This design comes from an exercise in tuning for small area and few clock cycles on the open sky130 flow, not from production work. In this exercise RTL edits were held to simulation tests only and were not proved equivalent to the original. No activity file was given, so power comes from the tool's default toggle rates.

==> flow/design.v <==
package rv32i_pkg;
  typedef logic [31:0] rv32i_word;
  typedef enum logic [6:0] {
    op_lui   = 7'b0110111,
    op_auipc = 7'b0010111,
    op_jal   = 7'b1101111,
    op_jalr  = 7'b1100111,
    op_br    = 7'b1100011,
    op_load  = 7'b0000011,
    op_store = 7'b0100011,
    op_imm   = 7'b0010011,
    op_reg   = 7'b0110011
  } rv32i_opcode_t;
  typedef enum logic [3:0] {
    alu_add,
    alu_sub,
    alu_sll,
    alu_slt,
    alu_sltu,
    alu_xor,
    alu_srl,
    alu_sra,
    alu_or,
    alu_and,
    alu_pass_b
  } alu_ops_t;
  typedef enum logic [2:0] {
    beq  = 3'b000,
    bne  = 3'b001,
    blt  = 3'b100,
    bge  = 3'b101,
    bltu = 3'b110,
    bgeu = 3'b111
  } branch_funct3_t;
  typedef enum logic [2:0] {
    lb  = 3'b000,
    lh  = 3'b001,
    lw  = 3'b010,
    lbu = 3'b100,
    lhu = 3'b101
  } load_funct3_t;
  typedef enum logic [1:0] {
    pc_plus4,
    alu_out,
    alu_mod2
  } pcmux_sel_t;
  typedef struct packed {
    rv32i_opcode_t  opcode;
    alu_ops_t       aluop;
    branch_funct3_t cmpop;
    logic [2:0]     funct3;
    pcmux_sel_t     pcmux_sel;
    logic           cmp_imm;    
    logic           mem_read;
    logic           mem_write;
    logic [4:0]     rd;
  } rv32i_ctrl_t;
endpackage
`timescale 1ns/1ps
module ex_decode (
  input  rv32i_pkg::rv32i_word   instruction,
  input  rv32i_pkg::rv32i_word   pc,
  input  rv32i_pkg::rv32i_word   rs1_data,
  input  rv32i_pkg::rv32i_word   rs2_data,
  output rv32i_pkg::rv32i_ctrl_t ctrl,
  output rv32i_pkg::rv32i_word   alu_a,
  output rv32i_pkg::rv32i_word   alu_b,
  output rv32i_pkg::rv32i_word   cmp_b
);
  rv32i_pkg::rv32i_opcode_t opcode;
  logic [2:0]    funct3;
  rv32i_pkg::rv32i_word     imm_i, imm_s, imm_b, imm_u, imm_j;
  function automatic rv32i_pkg::alu_ops_t arith_op(input logic [2:0] f3, input logic alt);
    case (f3)
      3'b000:  arith_op = alt ? rv32i_pkg::alu_sub : rv32i_pkg::alu_add;
      3'b001:  arith_op = rv32i_pkg::alu_sll;
      3'b010:  arith_op = rv32i_pkg::alu_slt;
      3'b011:  arith_op = rv32i_pkg::alu_sltu;
      3'b100:  arith_op = rv32i_pkg::alu_xor;
      3'b101:  arith_op = alt ? rv32i_pkg::alu_sra : rv32i_pkg::alu_srl;
      3'b110:  arith_op = rv32i_pkg::alu_or;
      default: arith_op = rv32i_pkg::alu_and;
    endcase
  endfunction
  assign opcode = rv32i_pkg::rv32i_opcode_t'(instruction[6:0]);
  assign funct3 = instruction[14:12];
  assign imm_i = {{20{instruction[31]}}, instruction[31:20]};
  assign imm_s = {{20{instruction[31]}}, instruction[31:25], instruction[11:7]};
  assign imm_b = {{19{instruction[31]}}, instruction[31], instruction[7],
                  instruction[30:25], instruction[11:8], 1'b0};
  assign imm_u = {instruction[31:12], 12'h000};
  assign imm_j = {{11{instruction[31]}}, instruction[31], instruction[19:12],
                  instruction[20], instruction[30:21], 1'b0};
  always_comb begin
    ctrl.opcode    = rv32i_pkg::op_imm;
    ctrl.aluop     = rv32i_pkg::alu_add;
    ctrl.cmpop     = rv32i_pkg::beq;
    ctrl.funct3    = funct3;
    ctrl.pcmux_sel = rv32i_pkg::pc_plus4;
    ctrl.cmp_imm   = 1'b0;
    ctrl.mem_read  = 1'b0;
    ctrl.mem_write = 1'b0;
    ctrl.rd        = 5'd0;
    alu_a          = rs1_data;
    alu_b          = imm_i;
    case (opcode)
      rv32i_pkg::op_lui: begin
        ctrl.opcode = rv32i_pkg::op_lui;
        ctrl.aluop  = rv32i_pkg::alu_pass_b;
        ctrl.rd     = instruction[11:7];
        alu_b       = imm_u;
      end
      rv32i_pkg::op_auipc: begin
        ctrl.opcode = rv32i_pkg::op_auipc;
        ctrl.rd     = instruction[11:7];
        alu_a       = pc;
        alu_b       = imm_u;
      end
      rv32i_pkg::op_jal: begin
        ctrl.opcode    = rv32i_pkg::op_jal;
        ctrl.pcmux_sel = rv32i_pkg::alu_out;
        ctrl.rd        = instruction[11:7];
        alu_a          = pc;
        alu_b          = imm_j;
      end
      rv32i_pkg::op_jalr: begin
        ctrl.opcode    = rv32i_pkg::op_jalr;
        ctrl.pcmux_sel = rv32i_pkg::alu_mod2;
        ctrl.rd        = instruction[11:7];
      end
      rv32i_pkg::op_br: begin
        ctrl.opcode    = rv32i_pkg::op_br;
        ctrl.cmpop     = rv32i_pkg::branch_funct3_t'(funct3);
        ctrl.pcmux_sel = rv32i_pkg::alu_out;
        alu_a          = pc;
        alu_b          = imm_b;
      end
      rv32i_pkg::op_load: begin
        ctrl.opcode   = rv32i_pkg::op_load;
        ctrl.mem_read = 1'b1;
        ctrl.rd       = instruction[11:7];
      end
      rv32i_pkg::op_store: begin
        ctrl.opcode    = rv32i_pkg::op_store;
        ctrl.mem_write = 1'b1;
        alu_b          = imm_s;
      end
      rv32i_pkg::op_imm: begin
        ctrl.aluop   = arith_op(funct3, (funct3 == 3'b101) && instruction[30]);
        ctrl.cmp_imm = 1'b1;
        ctrl.rd      = instruction[11:7];
      end
      rv32i_pkg::op_reg: begin
        ctrl.opcode = rv32i_pkg::op_reg;
        ctrl.aluop  = arith_op(funct3, instruction[30]);
        ctrl.rd     = instruction[11:7];
        alu_b       = rs2_data;
      end
      default: ;   
    endcase
  end
  assign cmp_b = ctrl.cmp_imm ? imm_i : rs2_data;
endmodule
`timescale 1ns/1ps
module ex_alu (
  input  rv32i_pkg::alu_ops_t       aluop,
  input  rv32i_pkg::rv32i_word      a,
  input  rv32i_pkg::rv32i_word      b,
  output rv32i_pkg::rv32i_word      f,
  input  rv32i_pkg::branch_funct3_t cmpop,
  input  rv32i_pkg::rv32i_word      cmp_a,
  input  rv32i_pkg::rv32i_word      cmp_b,
  output logic           br_en
);
  always_comb begin
    case (aluop)
      rv32i_pkg::alu_add:  f = a + b;
      rv32i_pkg::alu_sub:  f = a - b;
      rv32i_pkg::alu_sll:  f = a << b[4:0];
      rv32i_pkg::alu_slt:  f = {31'd0, $signed(a) < $signed(b)};
      rv32i_pkg::alu_sltu: f = {31'd0, a < b};
      rv32i_pkg::alu_xor:  f = a ^ b;
      rv32i_pkg::alu_srl:  f = a >> b[4:0];
      rv32i_pkg::alu_sra:  f = $signed(a) >>> b[4:0];
      rv32i_pkg::alu_or:   f = a | b;
      rv32i_pkg::alu_and:  f = a & b;
      default:  f = b;   
    endcase
  end
  always_comb begin
    case (cmpop)
      rv32i_pkg::beq:     br_en = (cmp_a == cmp_b);
      rv32i_pkg::bne:     br_en = (cmp_a != cmp_b);
      rv32i_pkg::blt:     br_en = ($signed(cmp_a) < $signed(cmp_b));
      rv32i_pkg::bge:     br_en = ($signed(cmp_a) >= $signed(cmp_b));
      rv32i_pkg::bltu:    br_en = (cmp_a < cmp_b);
      rv32i_pkg::bgeu:    br_en = (cmp_a >= cmp_b);
      default: br_en = 1'b0;
    endcase
  end
endmodule
`timescale 1ns/1ps
module ex_stage #(
  parameter int FIFO_DEPTH = 4
) (
  input  logic                   clk,
  input  logic                   rst,
  input  logic                   valid,
  input  rv32i_pkg::rv32i_ctrl_t ctrl,
  input  rv32i_pkg::rv32i_word   alu_a,
  input  rv32i_pkg::rv32i_word   alu_b,
  input  rv32i_pkg::rv32i_word   cmp_a,
  input  rv32i_pkg::rv32i_word   cmp_b,
  input  rv32i_pkg::rv32i_word   rs2_data,
  output logic                   ready,
  output logic                   br_taken,
  output rv32i_pkg::pcmux_sel_t  pcmux_sel,
  output rv32i_pkg::rv32i_word   alu_out_to_pc,
  output logic                   mem_push,
  output rv32i_pkg::rv32i_ctrl_t mem_ctrl,
  output rv32i_pkg::rv32i_word   mem_addr,
  output logic [3:0]             mem_byte_enable,
  output rv32i_pkg::rv32i_word   mem_wdata,
  input  logic                   mem_pop_credit
);
  localparam int CW = $clog2(FIFO_DEPTH + 1);
  rv32i_pkg::rv32i_word alu_f;
  logic           br_en;
  logic           is_mem;
  logic           is_jump;
  logic [3:0]     be_base;
  logic [CW-1:0]  credits;
  ex_alu u_alu (
    .aluop (ctrl.aluop),
    .a     (alu_a),
    .b     (alu_b),
    .f     (alu_f),
    .cmpop (ctrl.cmpop),
    .cmp_a (cmp_a),
    .cmp_b (cmp_b),
    .br_en (br_en)
  );
  assign is_jump  = (ctrl.opcode == rv32i_pkg::op_jal) || (ctrl.opcode == rv32i_pkg::op_jalr);
  assign br_taken = valid && (is_jump || (br_en && ctrl.opcode == rv32i_pkg::op_br));
  assign pcmux_sel = br_taken ? ctrl.pcmux_sel : rv32i_pkg::pc_plus4;
  always_comb begin
    if (!valid)
      alu_out_to_pc = '0;
    else if (ctrl.opcode == rv32i_pkg::op_jalr)
      alu_out_to_pc = {alu_f[31:1], 1'b0};   
    else
      alu_out_to_pc = alu_f;
  end
  always_comb begin
    case (ctrl.funct3)
      rv32i_pkg::lb, rv32i_pkg::lbu: be_base = 4'b0001;
      rv32i_pkg::lh, rv32i_pkg::lhu: be_base = 4'b0011;
      default: be_base = 4'b1111;
    endcase
  end
  assign is_mem = ctrl.mem_read || ctrl.mem_write;
  assign ready = (credits != '0);
  always_ff @(posedge clk) begin
    if (rst)
      credits <= CW'(FIFO_DEPTH);
    else
      credits <= credits - CW'(mem_push) + CW'(mem_pop_credit);
  end
  assign mem_push        = valid && is_mem && ready;
  assign mem_ctrl        = ctrl;
  assign mem_addr        = alu_f;
  assign mem_byte_enable = is_mem ? (be_base << alu_f[1:0]) : 4'b0000;
  assign mem_wdata       = rs2_data;
endmodule
`timescale 1ns/1ps
module ex_mem_queue #(
  parameter int FIFO_DEPTH = 4
) (
  input  logic                   clk,
  input  logic                   rst,
  input  logic                   push,
  input  rv32i_pkg::rv32i_ctrl_t ctrl,
  input  rv32i_pkg::rv32i_word   addr,
  input  logic [3:0]             byte_enable,
  input  rv32i_pkg::rv32i_word   wdata,
  output logic                   pop_credit,
  output logic                   deq_valid,
  input  logic                   deq_ready,
  output rv32i_pkg::rv32i_ctrl_t head_ctrl,
  output rv32i_pkg::rv32i_word   head_addr,
  output logic [3:0]             head_byte_enable,
  output rv32i_pkg::rv32i_word   head_wdata
);
  localparam int PW = (FIFO_DEPTH > 1) ? $clog2(FIFO_DEPTH) : 1;
  localparam int CW = $clog2(FIFO_DEPTH + 1);
  logic [26:0]   ctrl_q [FIFO_DEPTH];   
  rv32i_pkg::rv32i_word   addr_q [FIFO_DEPTH];
  logic [3:0]    be_q   [FIFO_DEPTH];
  rv32i_pkg::rv32i_word   data_q [FIFO_DEPTH];
  logic [PW-1:0] wr_ptr, rd_ptr;
  logic [CW-1:0] count;
  logic          pop;
  function automatic logic [PW-1:0] next_ptr(input logic [PW-1:0] p);
    next_ptr = (p == PW'(FIFO_DEPTH - 1)) ? '0 : p + 1'b1;
  endfunction
  assign deq_valid        = (count != '0);
  assign pop              = deq_valid && deq_ready;
  assign head_ctrl        = ctrl_q[rd_ptr];
  assign head_addr        = addr_q[rd_ptr];
  assign head_byte_enable = be_q[rd_ptr];
  assign head_wdata       = data_q[rd_ptr];
  always_ff @(posedge clk) begin
    if (push) begin
      ctrl_q[wr_ptr] <= ctrl;
      addr_q[wr_ptr] <= addr;
      be_q[wr_ptr]   <= byte_enable;
      data_q[wr_ptr] <= wdata;
    end
  end
  always_ff @(posedge clk) begin
    if (rst) begin
      wr_ptr     <= '0;
      rd_ptr     <= '0;
      count      <= '0;
      pop_credit <= 1'b0;
    end else begin
      if (push) wr_ptr <= next_ptr(wr_ptr);
      if (pop) rd_ptr <= next_ptr(rd_ptr);
      count      <= count + CW'(push) - CW'(pop);
      pop_credit <= pop;   
    end
  end
endmodule
`timescale 1ns/1ps
module mem_access (
  input  logic                   clk,
  input  logic                   rst,
  input  logic                   deq_valid,
  output logic                   deq_ready,
  input  rv32i_pkg::rv32i_ctrl_t head_ctrl,
  input  rv32i_pkg::rv32i_word   head_addr,
  input  logic [3:0]             head_byte_enable,
  input  rv32i_pkg::rv32i_word   head_wdata,
  input  logic                   mem_ready,
  output logic                   mem_valid,
  output rv32i_pkg::rv32i_word   mem_addr,
  output logic                   mem_read,
  output logic                   mem_write,
  output logic [3:0]             mem_byte_enable,
  output rv32i_pkg::rv32i_word   mem_wdata
);
  assign deq_ready = !mem_valid || mem_ready;
  always_ff @(posedge clk) begin
    if (rst) begin
      mem_valid       <= 1'b0;
      mem_read        <= 1'b0;
      mem_write       <= 1'b0;
      mem_byte_enable <= 4'b0000;
    end else if (deq_ready) begin
      mem_valid       <= deq_valid;
      mem_read        <= deq_valid && head_ctrl.mem_read;
      mem_write       <= deq_valid && head_ctrl.mem_write;
      mem_byte_enable <= deq_valid ? head_byte_enable : 4'b0000;
    end
  end
  always_ff @(posedge clk) begin
    if (deq_ready && deq_valid) begin
      mem_addr <= {head_addr[31:2], 2'b00};
      if (head_ctrl.mem_write)
        mem_wdata <= head_wdata << {head_addr[1:0], 3'b000};
      else
        mem_wdata <= '0;
    end
  end
endmodule
`timescale 1ns/1ps
module ex_subsystem #(
  parameter int FIFO_DEPTH = 4
) (
  input  logic                  clk,
  input  logic                  rst,
  input  logic                  in_valid,
  input  rv32i_pkg::rv32i_word  in_pc,
  input  rv32i_pkg::rv32i_word  in_instruction,
  input  rv32i_pkg::rv32i_word  in_rs1_data,
  input  rv32i_pkg::rv32i_word  in_rs2_data,
  output logic                  in_ready,
  output logic                  br_taken,
  output rv32i_pkg::pcmux_sel_t pcmux_sel,
  output rv32i_pkg::rv32i_word  alu_out_to_pc,
  input  logic                  mem_ready,
  output logic                  mem_valid,
  output rv32i_pkg::rv32i_word  mem_addr,
  output logic                  mem_read,
  output logic                  mem_write,
  output logic [3:0]            mem_byte_enable,
  output rv32i_pkg::rv32i_word  mem_wdata
);
  rv32i_pkg::rv32i_ctrl_t ctrl;
  rv32i_pkg::rv32i_word   alu_a, alu_b, cmp_b;
  logic                   q_push;
  rv32i_pkg::rv32i_ctrl_t q_ctrl;
  rv32i_pkg::rv32i_word   q_addr;
  logic [3:0]             q_byte_enable;
  rv32i_pkg::rv32i_word   q_wdata;
  logic                   q_pop_credit;
  logic                   q_deq_valid;
  logic                   q_deq_ready;
  rv32i_pkg::rv32i_ctrl_t q_head_ctrl;
  rv32i_pkg::rv32i_word   q_head_addr;
  logic [3:0]             q_head_byte_enable;
  rv32i_pkg::rv32i_word   q_head_wdata;
  ex_decode u_decode (
    .instruction (in_instruction),
    .pc          (in_pc),
    .rs1_data    (in_rs1_data),
    .rs2_data    (in_rs2_data),
    .ctrl        (ctrl),
    .alu_a       (alu_a),
    .alu_b       (alu_b),
    .cmp_b       (cmp_b)
  );
  ex_stage #(.FIFO_DEPTH(FIFO_DEPTH)) u_ex (
    .clk             (clk),
    .rst             (rst),
    .valid           (in_valid),
    .ctrl            (ctrl),
    .alu_a           (alu_a),
    .alu_b           (alu_b),
    .cmp_a           (in_rs1_data),
    .cmp_b           (cmp_b),
    .rs2_data        (in_rs2_data),
    .ready           (in_ready),
    .br_taken        (br_taken),
    .pcmux_sel       (pcmux_sel),
    .alu_out_to_pc   (alu_out_to_pc),
    .mem_push        (q_push),
    .mem_ctrl        (q_ctrl),
    .mem_addr        (q_addr),
    .mem_byte_enable (q_byte_enable),
    .mem_wdata       (q_wdata),
    .mem_pop_credit  (q_pop_credit)
  );
  ex_mem_queue #(.FIFO_DEPTH(FIFO_DEPTH)) u_queue (
    .clk              (clk),
    .rst              (rst),
    .push             (q_push),
    .ctrl             (q_ctrl),
    .addr             (q_addr),
    .byte_enable      (q_byte_enable),
    .wdata            (q_wdata),
    .pop_credit       (q_pop_credit),
    .deq_valid        (q_deq_valid),
    .deq_ready        (q_deq_ready),
    .head_ctrl        (q_head_ctrl),
    .head_addr        (q_head_addr),
    .head_byte_enable (q_head_byte_enable),
    .head_wdata       (q_head_wdata)
  );
  mem_access u_mem (
    .clk              (clk),
    .rst              (rst),
    .deq_valid        (q_deq_valid),
    .deq_ready        (q_deq_ready),
    .head_ctrl        (q_head_ctrl),
    .head_addr        (q_head_addr),
    .head_byte_enable (q_head_byte_enable),
    .head_wdata       (q_head_wdata),
    .mem_ready        (mem_ready),
    .mem_valid        (mem_valid),
    .mem_addr         (mem_addr),
    .mem_read         (mem_read),
    .mem_write        (mem_write),
    .mem_byte_enable  (mem_byte_enable),
    .mem_wdata        (mem_wdata)
  );
endmodule
==> flow/run.sh <==
#!/bin/bash
# synth_recipe.tcl (not shown) runs the flow's synth.tcl, then flattens the netlist and writes it again
# the make line also repeats each setting of config.mk as NAME=value (left out here)
make -C /OpenROAD-flow-scripts/flow DESIGN_CONFIG=/design/flow/config.mk WORK_HOME=/design/flow/orfs CLKGATE_MAP_FILE= SYNTH_SCRIPT=/design/flow/synth_recipe.tcl finish
==> flow/config.mk <==
export PLATFORM = sky130hd
export DESIGN_NAME = ex_subsystem
export DESIGN_NICKNAME = ex_subsystem
export VERILOG_FILES = /design/flow/design.v
export SDC_FILE = /design/flow/constraint.sdc
export NUM_CORES = 4
export LEC_CHECK = 0
export CAP_MARGIN = 20
export CORE_MARGIN = 2
export CORE_UTILIZATION = 40
export SLEW_MARGIN = 20
==> flow/constraint.sdc <==
create_clock -name core_clock -period 10.0 [get_ports {clk}]
set_input_delay 2.0000 -clock core_clock [delete_from_list [all_inputs] [get_ports {clk}]]
set_output_delay 2.0000 -clock core_clock [all_outputs]
set_load 0.01 [all_outputs]
==> results.toml <==
[status]
status = "finished clean"

[die]
dieArea_um2 = 66210
ioPinCount = 239
die_w_um = 257.3
rows = 92
die_h_um = 257.3
initial_core_util_pct = 40.54
core_area_um2 = 63310

[yosys]
ys.warnings.count = 5
synth_ff_type = "edfxtp_1"
yosysSeqAreaShare_pct = 41.57
synth_cell_types = 102
syn_avg_cell_area_um2 = 10.38
synth_edf_count = 342
synth_area_um2 = 25670
netlist_instances = 2473
synth_seq_cells = 362
synthArstFlopShare_pct = 0

[sta]
slew_violations = 0
setup_viol = 0
finalCritPeriodShare_pct = 98.27
setup-tns-final_ns = 0
fin_ws_ns = 0.1726
relSlewSlack_pct = 26.60
fmax_ghz = 0.1018
grt_setup_unrepaired = "no"
skew_ns = 0.01779
fin_crit_ns = 9.827
hold_viol_final = 0
worst_slew_pin_slew_ns = 1.099
hold_ws_ns = 0.4759

[layout]
layout.cells.non_filler = 3738
final_util_pct = 50.35
layout_common_cells = "edfxtp_1 (342), buf_4 (290), clkdlybuf4s50_1 (230)"
final_common_cell = "edfxtp_1"
design_area_um2 = 31870
synthToLayoutAreaGrowth_pct = 24.19
drive_above_1_share_pct = 18.16
fin_nets = 3138

[placed_design]
dp_cells = 3668
hpwlAfterDp_um = 93640
gp_congestion = 1.023
pre_cts_ws_ns = -0.3046
post_dp_cell_area_um2 = 30580
port_buffers = 236

[global_route]
grt_pass1_wl_um = 168600
grt_max_degree = 71
grt_antenna_before_repair = 4
track_usage_pct = 35.25
grt_overflow_total = 0
grt_pass1_vias = 23100

[worst_setup_path]
crit_top_cell = "buf_4"
path_class = "in -> out"
crit_slowest_cell = "clkdlybuf4s50_1"
worstPathRequired_ns = 8.00
crit_fanout = 7
crit_family = "compound AO/OA/AOI/OAI gates"
cp_cell_sequence = "clkdlybuf4s50_1, and4b_2, and2_1, and3_1, or2_2, buf_4, a22oi_1, a21oi_1, buf_4, ha_1, inv_1, a21oi_1, o31ai_1, a221oi_1, buf_4, a21boi_0, o311ai_1, buf_4, o21ai_0, nand2_1, a32oi_1, buf_4, and2_1, clkdlybuf4s50_1"
critPathLaunchType = "input port"
crit_arrival_ns = 7.83
endpoint_kind = "primary output"
critPathMaxStageDelay_ns = 0.53
worst-path-buf-inv = 8

[cts]
h-tree-depth = 2
cts_root_buf = "clkbuf_16"
path_clk_slew_ns = 0.06
numCtsBuffers = 36
cts_buffer_depth = 3
clk_latency_ns = 0.54
clkSinkCount = 362
cts_tree = "yes"

[worst_hold_path]
hold_class = "reg -> reg"

[pwr]
irDropWorstVdd_mv = 0.1307
power_mw = 5.749
leakage_nw = 12.15
powerDensity_nw_per_um2 = 180.4

[detailed_routing]
via_per_inst = 6.327
drc_errors = 0
routed_wl_um = 120000
drt_iter0_markers = 3145
dr_total_vias = 23650
ant_nets = 0
drt_pass1_iterations = 6
wire_per_inst_um = 32.11

[run]
maxCapViolations = 0
worst paths after layout:
| path | startpoint | end | slack [ns] | cells past startpoint |
|---|---|---|---|---|
| worst min register to register | u_mem.mem_write | u_mem.mem_write | 0.48 | 2 |
| worst max register to register | flop | u_mem.mem_wdata[3] | 6.23 | 5 |
| worst max-delay path | in_instruction[4] | alu_out_to_pc[23] | 0.17 | 24 |
| worst min-delay path | u_mem.mem_write | u_mem.mem_write | 0.48 | 2 |
power breakdown:
part | switching [mW] | internal (mW) | total [mW]
Clock | 0.567 | 0.725 | 1.29
Combinational | 1.33 | 1.07 | 2.41
Sequential | 0.108 | 1.94 | 2.05
layer usage:
layer  vias up  share of wire (%)  global-route usage, %
met5         -              0.011                      0
met4         2                6.3                  19.06
met3       283                7.9                  5.959
met2      1255                 45                  55.65
met1     11810                 41                  46.26
li1      10300                  -                      -
worst register-to-register path, stage by stage (launching register included):
cell	delay (ns)
dfxtp_4	0.81
buf_4	0.75
mux4_2	0.92
or2_2	0.50
nor2_1	0.44
and2_1	0.21
cells in the mapped netlist (14+ instances only):
cell,number,area share (%)
mux2_2,30,1.3
nand2b_1,19,0.46
and3_1,29,0.71
or3_1,14,0.34
buf_2,19,0.37
nor2_1,214,3.1
a22oi_1,20,0.58
nand4_1,17,0.41
a21o_1,29,0.85
a22o_1,15,0.51
a21oi_1,192,3.7
a21boi_0,15,0.44
o21bai_1,28,0.82
a211oi_1,65,1.9
and2_1,42,1.0
o21ai_0,128,2.5
nand2_1,138,2.0
buf_1,21,0.31
o211ai_1,34,0.99
clkbuf_1,113,1.7
nor2b_1,25,0.61
nor3_1,36,0.70
a221oi_1,35,1.2
buf_4,22,0.64
o22ai_1,15,0.37
nand3_1,54,1.1
xnor2_1,23,0.78
inv_1,111,1.6
mux4_2,73,6.4
dfxtp_1,20,1.6
nor4_1,17,0.41
a31oi_1,21,0.51
o31ai_1,14,0.41
mux2i_1,139,5.4
ha_1,138,6.7
edfxtp_1,342,40
layout make-up:
type,count,area (um^2)
Fill cell,5767,31440
Multi-Input combinational cell,1817,13920
Sequential cell,362,10680
Timing Repair Buffer,532,4664
Tap cell,846,1059
Clock buffer,44,930.9
Inverter,115,434.2
Clock inverter,21,191.4
Antenna cell,1,2.502
what timing repair did:
action / in CTS / in global routing
gates resized for setup: 4 / 21
hold buffers: 0 / 0
buffers inserted: 1 / 2
pin swaps: 1 / 4
setup endpoints to repair: 6 / 16
state kept, by name, indices dropped and copies added, names as in the netlist, 2 cells and up, named ones only:
register,count
u_ex.credits,3
u_queue.data_q,128
u_mem.mem_wdata,32
u_queue.addr_q,128
u_queue.be_q,16
u_mem.mem_byte_enable,4
u_queue.ctrl_q,8
u_mem.mem_addr,30
u_queue.rd_ptr,2
u_queue.wr_ptr,2
u_queue.count,3
logic make-up (layout without fill, tap and decap cells):
logic type | after synthesis | after routing | synth area share (%)
AO/OA/AOI/OAI | 753 | 753 | 19.76
AND/OR/NAND/NOR | 649 | 649 | 12.54
flip-flops | 362 | 362 | 41.57
buffers and inverters | 295 | 712 | 4.860
multiplexers | 246 | 246 | 13.36
adder cells (fa/ha/maj) | 142 | 142 | 7.039
XOR/XNOR | 25 | 25 | 0.8531
other | 1 | 3 | 0.01461
Testbench counts, summed over its fixed seeds: cycles 23,595.

==> separate check: timing with driven ports <==
Ports are ideal in the flow. The routed layout listed here was re-timed in OpenROAD. Step 1 (the two cells are an assumption about what drives the block):
set clk [get_ports {clk}]
set_driving_cell -lib_cell sky130_fd_sc_hd__clkbuf_16 $clk
set_driving_cell -lib_cell sky130_fd_sc_hd__buf_2 [delete_from_list [all_inputs] $clk]
Step 2, shift: input delay + t, output delay - t, t = (earliest + latest rising clock arrival at the registers) / 2. This alone moves slack from input paths to output paths. a / b / c = ideal / step 1 / step 2; a / b = the first two.
t, ns: 0.591
setup WS [ns]: 0.173 / 0.109 / 0.109
worst setup path at the end: input to output
worst data-port slew with drivers (ns): 0.11
After both steps setup and hold are still met in this run. For this run, drivers alone change the setup slack by -0.064 ns; drivers and shift together by -0.064 ns.
